Source: an optimization exercise on an open RTL-to-GDS flow (aim: small area and a short achievable clock period). Production flows keep margins and buffers that such runs may drop. The RTL was checked by simulation tests, not by an equivalence proof against the original design. Power is estimated from default activity; no workload was simulated.

old:
==> flow/design.v <==
package llr_pkg;
    localparam int MSG_W    = 6;
    localparam int MAG_W    = MSG_W - 1;
    localparam int IDX_W    = 3;
    localparam int MAX_COLS = 8;
    localparam int REC_W    = 2 * MAG_W + IDX_W + MAX_COLS;
endpackage
package row_ctrl_pkg;
    localparam int LAYER_W = 2;
    localparam int ADDR_W  = 5;
endpackage
module check_msg_mem (
    input  logic        clk,
    input  logic        rst_n,
    input  logic [9:0]  rd_grp,     
    input  logic [3:0]  rd_sub,     
    output logic [4:0]  rd_min1,
    output logic [4:0]  rd_min2,
    output logic [7:0]  rd_hit,
    output logic [7:0]  rd_sgn,
    input  logic [9:0]  wr_grp,     
    input  logic [3:0]  wr_sub,
    input  logic [20:0] wr_data
);
    logic [20:0] mem  [0:39];
    logic [39:0] wrt;
    logic [39:0] rsel;
    logic [39:0] wsel;
    logic [20:0] rd;
    logic        rd_wrt;
    for (genvar r = 0; r < 40; r++)
    begin : g_sel
        assign rsel[r] = rd_grp[r / 4] & rd_sub[r % 4];
        assign wsel[r] = wr_grp[r / 4] & wr_sub[r % 4];
    end
    always_ff @(posedge clk)
    begin
        for (int r = 0; r < 40; r++)
        begin
            mem[r] <= (mem[r] & {21{~wsel[r]}}) | (wr_data & {21{wsel[r]}});
            wrt[r] <= rst_n & (wrt[r] | wsel[r]);
        end
    end
    always_comb
    begin
        rd     = '0;
        rd_wrt = 1'b0;
        for (int r = 0; r < 40; r++)
        begin
            rd     = rd | (mem[r] & {21{rsel[r]}});
            rd_wrt = rd_wrt | (wrt[r] & rsel[r]);
        end
    end
    assign rd_min1 = rd[20:16] & {5{rd_wrt}};
    assign rd_min2 = rd[15:11] & {5{rd_wrt}};
    assign rd_sgn  = rd[7:0];
    for (genvar i = 0; i < 8; i++)
    begin : g_hit
        assign rd_hit[i] = (rd[10:8] == i);
    end
endmodule
module check_msg_recover (
    input  logic [4:0]  min1,
    input  logic [4:0]  min2,
    input  logic        hit,        
    input  logic        sg,         
    input  logic [5:0]  l,
    output logic [6:0]  t
);
    logic [4:0] m;
    logic [6:0] b;
    logic [7:0] s;
    assign m = hit ? min2 : min1;
    assign b = sg ? {2'b00, m} : ~{2'b00, m};
    assign s = {l[5], l, 1'b1} + {b, ~sg};
    assign t = s[7:1];
endmodule
module q_sign_mag (
    input  logic [6:0]  t,
    output logic        neg,
    output logic [4:0]  mag
);
    logic [5:0] tn;
    logic [5:0] a;
    assign neg = t[6];
    assign tn  = ~t[5:0] + 6'd1;
    assign a   = t[6] ? tn : t[5:0];
    assign mag = a[5] ? 5'd31 : a[4:0];
endmodule
module min_sum_merge #(
    parameter int IW = 1
) (
    input  logic [4:0]    a1,
    input  logic [4:0]    a2,
    input  logic [IW-1:0] ai,
    input  logic [4:0]    b1,
    input  logic [4:0]    b2,
    input  logic [IW-1:0] bi,
    output logic [4:0]    m1,
    output logic [4:0]    m2,
    output logic [IW:0]   mi
);
    logic c;
    assign c  = b1 < a1;
    assign m1 = c ? b1 : a1;
    assign mi = c ? {1'b1, bi} : {1'b0, ai};
    assign m2 = c ? ((a1 < b2) ? a1 : b2) : ((b1 < a2) ? b1 : a2);
endmodule
module min_sum_pairs (
    input  logic [39:0] mag,
    output logic [3:0]  lt
);
    for (genvar j = 0; j < 4; j++)
    begin : g_lt
        assign lt[j] = mag[5*(2*j+1) +: 5] < mag[5*(2*j) +: 5];
    end
endmodule
module min_sum_quads (
    input  logic [39:0] mag,
    input  logic [3:0]  lt,
    output logic [9:0]  h1,         
    output logic [9:0]  h2,
    output logic [3:0]  hi
);
    logic [4:0] p1 [0:3];
    logic [4:0] p2 [0:3];
    for (genvar j = 0; j < 4; j++)
    begin : g_pair
        assign p1[j] = lt[j] ? mag[5*(2*j+1) +: 5] : mag[5*(2*j) +: 5];
        assign p2[j] = lt[j] ? mag[5*(2*j) +: 5]   : mag[5*(2*j+1) +: 5];
    end
    for (genvar k = 0; k < 2; k++)
    begin : g_quad
        min_sum_merge #(.IW(1)) u_m (
            .a1 (p1[2*k]),   .a2 (p2[2*k]),   .ai (lt[2*k]),
            .b1 (p1[2*k+1]), .b2 (p2[2*k+1]), .bi (lt[2*k+1]),
            .m1 (h1[5*k +: 5]), .m2 (h2[5*k +: 5]), .mi (hi[2*k +: 2])
        );
    end
endmodule
module llr_update (
    input  logic [7:0]  neg,
    input  logic [39:0] mag,
    input  logic [4:0]  min1,
    input  logic [4:0]  min2,
    input  logic [2:0]  idx,
    input  logic        par,
    output logic [7:0]  s,
    output logic [39:0] a
);
    logic [4:0] b;
    logic [6:0] xs;
    logic [4:0] x;
    assign b = par ? ~min1 : min1;
    assign xs = {1'b0, min2, 1'b1} + {1'b0, b, par};
    assign x  = (!par && xs[6]) ? 5'd31 : xs[5:1];
    for (genvar i = 0; i < 8; i++)
    begin : g_col
        logic [6:0] ys;
        logic [4:0] y;
        logic       hit;
        assign hit = (idx == i);
        assign ys  = {1'b0, mag[5*i +: 5], 1'b1} + {1'b0, b, par};
        assign y   = (!par && ys[6]) ? 5'd31 : ys[5:1];
        assign a[5*i +: 5] = hit ? x : y;
        assign s[i]        = neg[i] ^ (par & hit);
    end
endmodule
module llr_twos (
    input  logic        s,
    input  logic [4:0]  a,
    output logic [5:0]  o
);
    assign o = s ? -{1'b0, a} : {1'b0, a};
endmodule
module siso_row_unit (
    input  logic        clk,
    input  logic        rst_n,
    input  logic        req_valid,
    input  logic        req_layer,
    input  logic [4:0]  req_addr,
    input  logic [47:0] llr_in,
    output logic        rsp_valid,
    output logic        rsp_layer,
    output logic [4:0]  rsp_addr,
    output logic [47:0] llr_out
);
    logic        v    [1:8];
    logic        lay  [1:8];
    logic [4:0]  addr [1:8];
    logic [9:0]  rgrp1, wgrp6;
    logic [3:0]  rsub1, wsub6;
    logic [47:0] l1, l2;
    logic [4:0]  rm1, rm2, rm1_2, rm2_2;
    logic [7:0]  rhit, rsgn, rhit_2, rsgn_2;
    logic [55:0] t, t3;
    logic [7:0]  neg, neg4, neg5, neg6;
    logic [39:0] mag, mag4, mag5, mag6;
    logic [3:0]  lt, lt4;
    logic [9:0]  h1, h2, h1_5, h2_5;
    logic [3:0]  hi, hi_5;
    logic [4:0]  min1, min2, min1_6, min2_6;
    logic [2:0]  idx, idx6;
    logic        par6;
    logic [7:0]  s, s7;
    logic [39:0] a, a7;
    logic [47:0] o;
    always_ff @(posedge clk)
    begin
        v[1]    <= rst_n & req_valid;
        lay[1]  <= req_layer;
        addr[1] <= req_addr;
        for (int k = 2; k <= 8; k++)
        begin
            v[k]    <= rst_n & v[k-1];
            lay[k]  <= lay[k-1];
            addr[k] <= addr[k-1];
        end
    end
    always_ff @(posedge clk)
    begin
        for (int g = 0; g < 10; g++)
        begin
            rgrp1[g] <= (req_layer == (g / 5)) && (req_addr[4:2] == (g % 5));
            wgrp6[g] <= rst_n && v[5] && (lay[5] == (g / 5)) && (addr[5][4:2] == (g % 5));
        end
        for (int b = 0; b < 4; b++)
        begin
            rsub1[b] <= (req_addr[1:0] == b);
            wsub6[b] <= (addr[5][1:0] == b);
        end
    end
    check_msg_mem u_mem (
        .clk      (clk),
        .rst_n    (rst_n),
        .rd_grp   (rgrp1),
        .rd_sub   (rsub1),
        .rd_min1  (rm1),
        .rd_min2  (rm2),
        .rd_hit   (rhit),
        .rd_sgn   (rsgn),
        .wr_grp   (wgrp6),
        .wr_sub   (wsub6),
        .wr_data  ({min1_6, min2_6, idx6, neg6 ^ {8{par6}}})
    );
    always_ff @(posedge clk)
    begin
        l1     <= llr_in;
        l2     <= l1;
        rm1_2  <= rm1;
        rm2_2  <= rm2;
        rhit_2 <= rhit;
        rsgn_2 <= rsgn;
    end
    for (genvar i = 0; i < 8; i++)
    begin : g_rec
        check_msg_recover u_rec (
            .min1 (rm1_2),
            .min2 (rm2_2),
            .hit  (rhit_2[i]),
            .sg   (rsgn_2[i]),
            .l    (l2[6*i +: 6]),
            .t    (t[7*i +: 7])
        );
    end
    always_ff @(posedge clk)
        t3 <= t;
    for (genvar i = 0; i < 8; i++)
    begin : g_q
        q_sign_mag u_q (
            .t   (t3[7*i +: 7]),
            .neg (neg[i]),
            .mag (mag[5*i +: 5])
        );
    end
    min_sum_pairs u_pairs (
        .mag (mag),
        .lt  (lt)
    );
    always_ff @(posedge clk)
    begin
        neg4 <= neg;
        mag4 <= mag;
        lt4  <= lt;
    end
    min_sum_quads u_quads (
        .mag (mag4),
        .lt  (lt4),
        .h1  (h1),
        .h2  (h2),
        .hi  (hi)
    );
    always_ff @(posedge clk)
    begin
        neg5 <= neg4;
        mag5 <= mag4;
        h1_5 <= h1;
        h2_5 <= h2;
        hi_5 <= hi;
    end
    min_sum_merge #(.IW(2)) u_row (
        .a1 (h1_5[4:0]), .a2 (h2_5[4:0]), .ai (hi_5[1:0]),
        .b1 (h1_5[9:5]), .b2 (h2_5[9:5]), .bi (hi_5[3:2]),
        .m1 (min1),    .m2 (min2),    .mi (idx)
    );
    always_ff @(posedge clk)
    begin
        neg6   <= neg5;
        mag6   <= mag5;
        min1_6 <= min1;
        min2_6 <= min2;
        idx6   <= idx;
        par6   <= ^neg5;
    end
    llr_update u_upd (
        .neg  (neg6),
        .mag  (mag6),
        .min1 (min1_6),
        .min2 (min2_6),
        .idx  (idx6),
        .par  (par6),
        .s    (s),
        .a    (a)
    );
    always_ff @(posedge clk)
    begin
        s7 <= s;
        a7 <= a;
    end
    for (genvar i = 0; i < 8; i++)
    begin : g_out
        llr_twos u_twos (
            .s (s7[i]),
            .a (a7[5*i +: 5]),
            .o (o[6*i +: 6])
        );
    end
    always_ff @(posedge clk)
    begin
        if (rst_n && v[7])
            llr_out <= o;
        else
            llr_out <= '0;
    end
    assign rsp_valid = v[8];
    assign rsp_layer = lay[8];
    assign rsp_addr  = addr[8];
endmodule
module ldpc_row_top (
    input  logic        clk,
    input  logic        rst_n,
    input  logic        req_valid,
    input  logic [1:0]  req_layer,
    input  logic [4:0]  req_addr,
    input  logic [47:0] llr_in,
    output logic        rsp_valid,
    output logic [1:0]  rsp_layer,
    output logic [4:0]  rsp_addr,
    output logic [47:0] llr_out
);
    logic rsp_layer0;
    siso_row_unit u_row (
        .clk       (clk),
        .rst_n     (rst_n),
        .req_valid (req_valid),
        .req_layer (req_layer[0]),
        .req_addr  (req_addr),
        .llr_in    (llr_in),
        .rsp_valid (rsp_valid),
        .rsp_layer (rsp_layer0),
        .rsp_addr  (rsp_addr),
        .llr_out   (llr_out)
    );
    assign rsp_layer = {1'b0, rsp_layer0};
endmodule
make LEC_CHECK=0 CAP_MARGIN=20 CORE_MARGIN=2 CORE_UTILIZATION=60 CTS_CLUSTER_DIAMETER=80 CTS_CLUSTER_SIZE=25 SETUP_SLACK_MARGIN=3.6 SLEW_MARGIN=20 finish   # period 6.0 ns
run.sh (not shown) runs the stock make flow with config.mk's settings and CLKGATE_MAP_FILE= SYNTH_SCRIPT=/design/flow/synth_recipe.tcl, a recipe that flattens the netlist after the stock synthesis.
old completed every stage of the flow, and the final layout passed the timing, design-rule and antenna checks.
The inputs of new differ from those of old as listed below.
--- a/flow/design.v
+++ b/flow/design.v
@@ -12,25 +12,23 @@
 module check_msg_mem (
     input  logic        clk,
     input  logic        rst_n,
-    input  logic [9:0]  rd_grp,     
-    input  logic [3:0]  rd_sub,     
+    input  logic [39:0] rd_sel,     
     output logic [4:0]  rd_min1,
     output logic [4:0]  rd_min2,
     output logic [7:0]  rd_hit,
     output logic [7:0]  rd_sgn,
+    output logic        rd_written,
     input  logic [9:0]  wr_grp,     
-    input  logic [3:0]  wr_sub,
+    input  logic [3:0]  wr_sub,     
     input  logic [20:0] wr_data
 );
     logic [20:0] mem  [0:39];
     logic [39:0] wrt;
-    logic [39:0] rsel;
     logic [39:0] wsel;
     logic [20:0] rd;
     logic        rd_wrt;
     for (genvar r = 0; r < 40; r++)
     begin : g_sel
-        assign rsel[r] = rd_grp[r / 4] & rd_sub[r % 4];
         assign wsel[r] = wr_grp[r / 4] & wr_sub[r % 4];
     end
     always_ff @(posedge clk)
@@ -47,19 +45,21 @@
         rd_wrt = 1'b0;
         for (int r = 0; r < 40; r++)
         begin
-            rd     = rd | (mem[r] & {21{rsel[r]}});
-            rd_wrt = rd_wrt | (wrt[r] & rsel[r]);
+            rd     = rd | (mem[r] & {21{rd_sel[r]}});
+            rd_wrt = rd_wrt | (wrt[r] & rd_sel[r]);
         end
     end
-    assign rd_min1 = rd[20:16] & {5{rd_wrt}};
-    assign rd_min2 = rd[15:11] & {5{rd_wrt}};
-    assign rd_sgn  = rd[7:0];
+    assign rd_min1    = rd[20:16];
+    assign rd_min2    = rd[15:11];
+    assign rd_sgn     = rd[7:0];
+    assign rd_written = rd_wrt;
     for (genvar i = 0; i < 8; i++)
     begin : g_hit
         assign rd_hit[i] = (rd[10:8] == i);
     end
 endmodule
 module check_msg_recover (
+    input  logic        written,    
     input  logic [4:0]  min1,
     input  logic [4:0]  min2,
     input  logic        hit,        
@@ -70,7 +70,7 @@
     logic [4:0] m;
     logic [6:0] b;
     logic [7:0] s;
-    assign m = hit ? min2 : min1;
+    assign m = ({5{written & hit}} & min2) | ({5{written & ~hit}} & min1);
     assign b = sg ? {2'b00, m} : ~{2'b00, m};
     assign s = {l[5], l, 1'b1} + {b, ~sg};
     assign t = s[7:1];
@@ -141,17 +141,15 @@
 module llr_update (
     input  logic [7:0]  neg,
     input  logic [39:0] mag,
-    input  logic [4:0]  min1,
+    input  logic [4:0]  b,          
     input  logic [4:0]  min2,
     input  logic [2:0]  idx,
     input  logic        par,
     output logic [7:0]  s,
     output logic [39:0] a
 );
-    logic [4:0] b;
     logic [6:0] xs;
     logic [4:0] x;
-    assign b = par ? ~min1 : min1;
     assign xs = {1'b0, min2, 1'b1} + {1'b0, b, par};
     assign x  = (!par && xs[6]) ? 5'd31 : xs[5:1];
     for (genvar i = 0; i < 8; i++)
@@ -188,18 +186,20 @@
     logic        v    [1:8];
     logic        lay  [1:8];
     logic [4:0]  addr [1:8];
-    logic [9:0]  rgrp1, wgrp6;
-    logic [3:0]  rsub1, wsub6;
+    logic [39:0] rsel1;
+    logic [9:0]  wgrp6;
+    logic [3:0]  wsub6;
     logic [47:0] l1, l2;
     logic [4:0]  rm1, rm2, rm1_2, rm2_2;
     logic [7:0]  rhit, rsgn, rhit_2, rsgn_2;
+    logic        rwrt, rwrt_2;
     logic [55:0] t, t3;
     logic [7:0]  neg, neg4, neg5, neg6;
     logic [39:0] mag, mag4, mag5, mag6;
     logic [3:0]  lt, lt4;
     logic [9:0]  h1, h2, h1_5, h2_5;
     logic [3:0]  hi, hi_5;
-    logic [4:0]  min1, min2, min1_6, min2_6;
+    logic [4:0]  min1, min2, b6, min2_6;
     logic [2:0]  idx, idx6;
     logic        par6;
     logic [7:0]  s, s7;
@@ -219,29 +219,25 @@
     end
     always_ff @(posedge clk)
     begin
+        for (int r = 0; r < 40; r++)
+            rsel1[r] <= (req_layer == (r / 20)) && (req_addr == (r % 20));
         for (int g = 0; g < 10; g++)
-        begin
-            rgrp1[g] <= (req_layer == (g / 5)) && (req_addr[4:2] == (g % 5));
             wgrp6[g] <= rst_n && v[5] && (lay[5] == (g / 5)) && (addr[5][4:2] == (g % 5));
-        end
         for (int b = 0; b < 4; b++)
-        begin
-            rsub1[b] <= (req_addr[1:0] == b);
             wsub6[b] <= (addr[5][1:0] == b);
-        end
     end
     check_msg_mem u_mem (
         .clk      (clk),
         .rst_n    (rst_n),
-        .rd_grp   (rgrp1),
-        .rd_sub   (rsub1),
+        .rd_sel   (rsel1),
         .rd_min1  (rm1),
         .rd_min2  (rm2),
         .rd_hit   (rhit),
         .rd_sgn   (rsgn),
+        .rd_written (rwrt),
         .wr_grp   (wgrp6),
         .wr_sub   (wsub6),
-        .wr_data  ({min1_6, min2_6, idx6, neg6 ^ {8{par6}}})
+        .wr_data  ({b6 ^ {5{par6}}, min2_6, idx6, neg6 ^ {8{par6}}})
     );
     always_ff @(posedge clk)
     begin
@@ -251,10 +247,12 @@
         rm2_2  <= rm2;
         rhit_2 <= rhit;
         rsgn_2 <= rsgn;
+        rwrt_2 <= rwrt;
     end
     for (genvar i = 0; i < 8; i++)
     begin : g_rec
         check_msg_recover u_rec (
+            .written (rwrt_2),
             .min1 (rm1_2),
             .min2 (rm2_2),
             .hit  (rhit_2[i]),
@@ -307,7 +305,7 @@
     begin
         neg6   <= neg5;
         mag6   <= mag5;
-        min1_6 <= min1;
+        b6     <= min1 ^ {5{^neg5}};
         min2_6 <= min2;
         idx6   <= idx;
         par6   <= ^neg5;
@@ -315,7 +313,7 @@
     llr_update u_upd (
         .neg  (neg6),
         .mag  (mag6),
-        .min1 (min1_6),
+        .b    (b6),
         .min2 (min2_6),
         .idx  (idx6),
         .par  (par6),
[summary]
- Taking old as the reference, in new final standard cell area without fillers went down by 0.65%; non-clock buffer count went down by 7; synthesized cell count went down by 1.4%; worst max-slew margin expressed relative to the limit went up by 2.0 points; largest net degree at the start of global routing went down by 28.
- Changes observed in new relative to old: source-to-sink clock delay at the later pin of the worst-skew pair now sits higher; number of sinks driven by the clock tree climbed about 2%.
- Wire length essentially unchanged between old and new.
- [compare] base=old new=new: overall power has decreased; number of global-route vias before repair fell 1324; shortest period the worst path allows has decreased.
- For new, the critical-path cell with the highest stage delay was nand4_1, unlike old, where it was or4_4.

==> afterwards: timing with drivers on the ports <==
In the flow no input, the clock included, has a driving cell. The finished layouts below were timed again as built, in two steps.
Step 1: set_driving_cell puts a clkbuf_16 on clk and a buf_2 on each other input, an assumption about the parent block.
Step 2 also shifts input and output timing later by t, the mid clock arrival at the registers, as if the neighbouring blocks saw the same clock.
Three values: ideal, step 1, step 2; two values: the first two.
| run | t (ns) | setup slack, ns | latest minus earliest clock arrival (ns) | cell pins on the clock port's net |
|---|---|---|---|---|
| old | 0.710 | 3.522 / 3.522 / 3.072 | 0.045 / 0.044 | 1 |
| new | 0.725 | 3.557 / 3.557 / 3.066 | 0.045 / 0.044 | 1 |
After both steps every run listed still meets setup and hold. The setup slack of new, which loses most, moves by 0.000 ns with the drivers and by -0.491 ns with both steps.
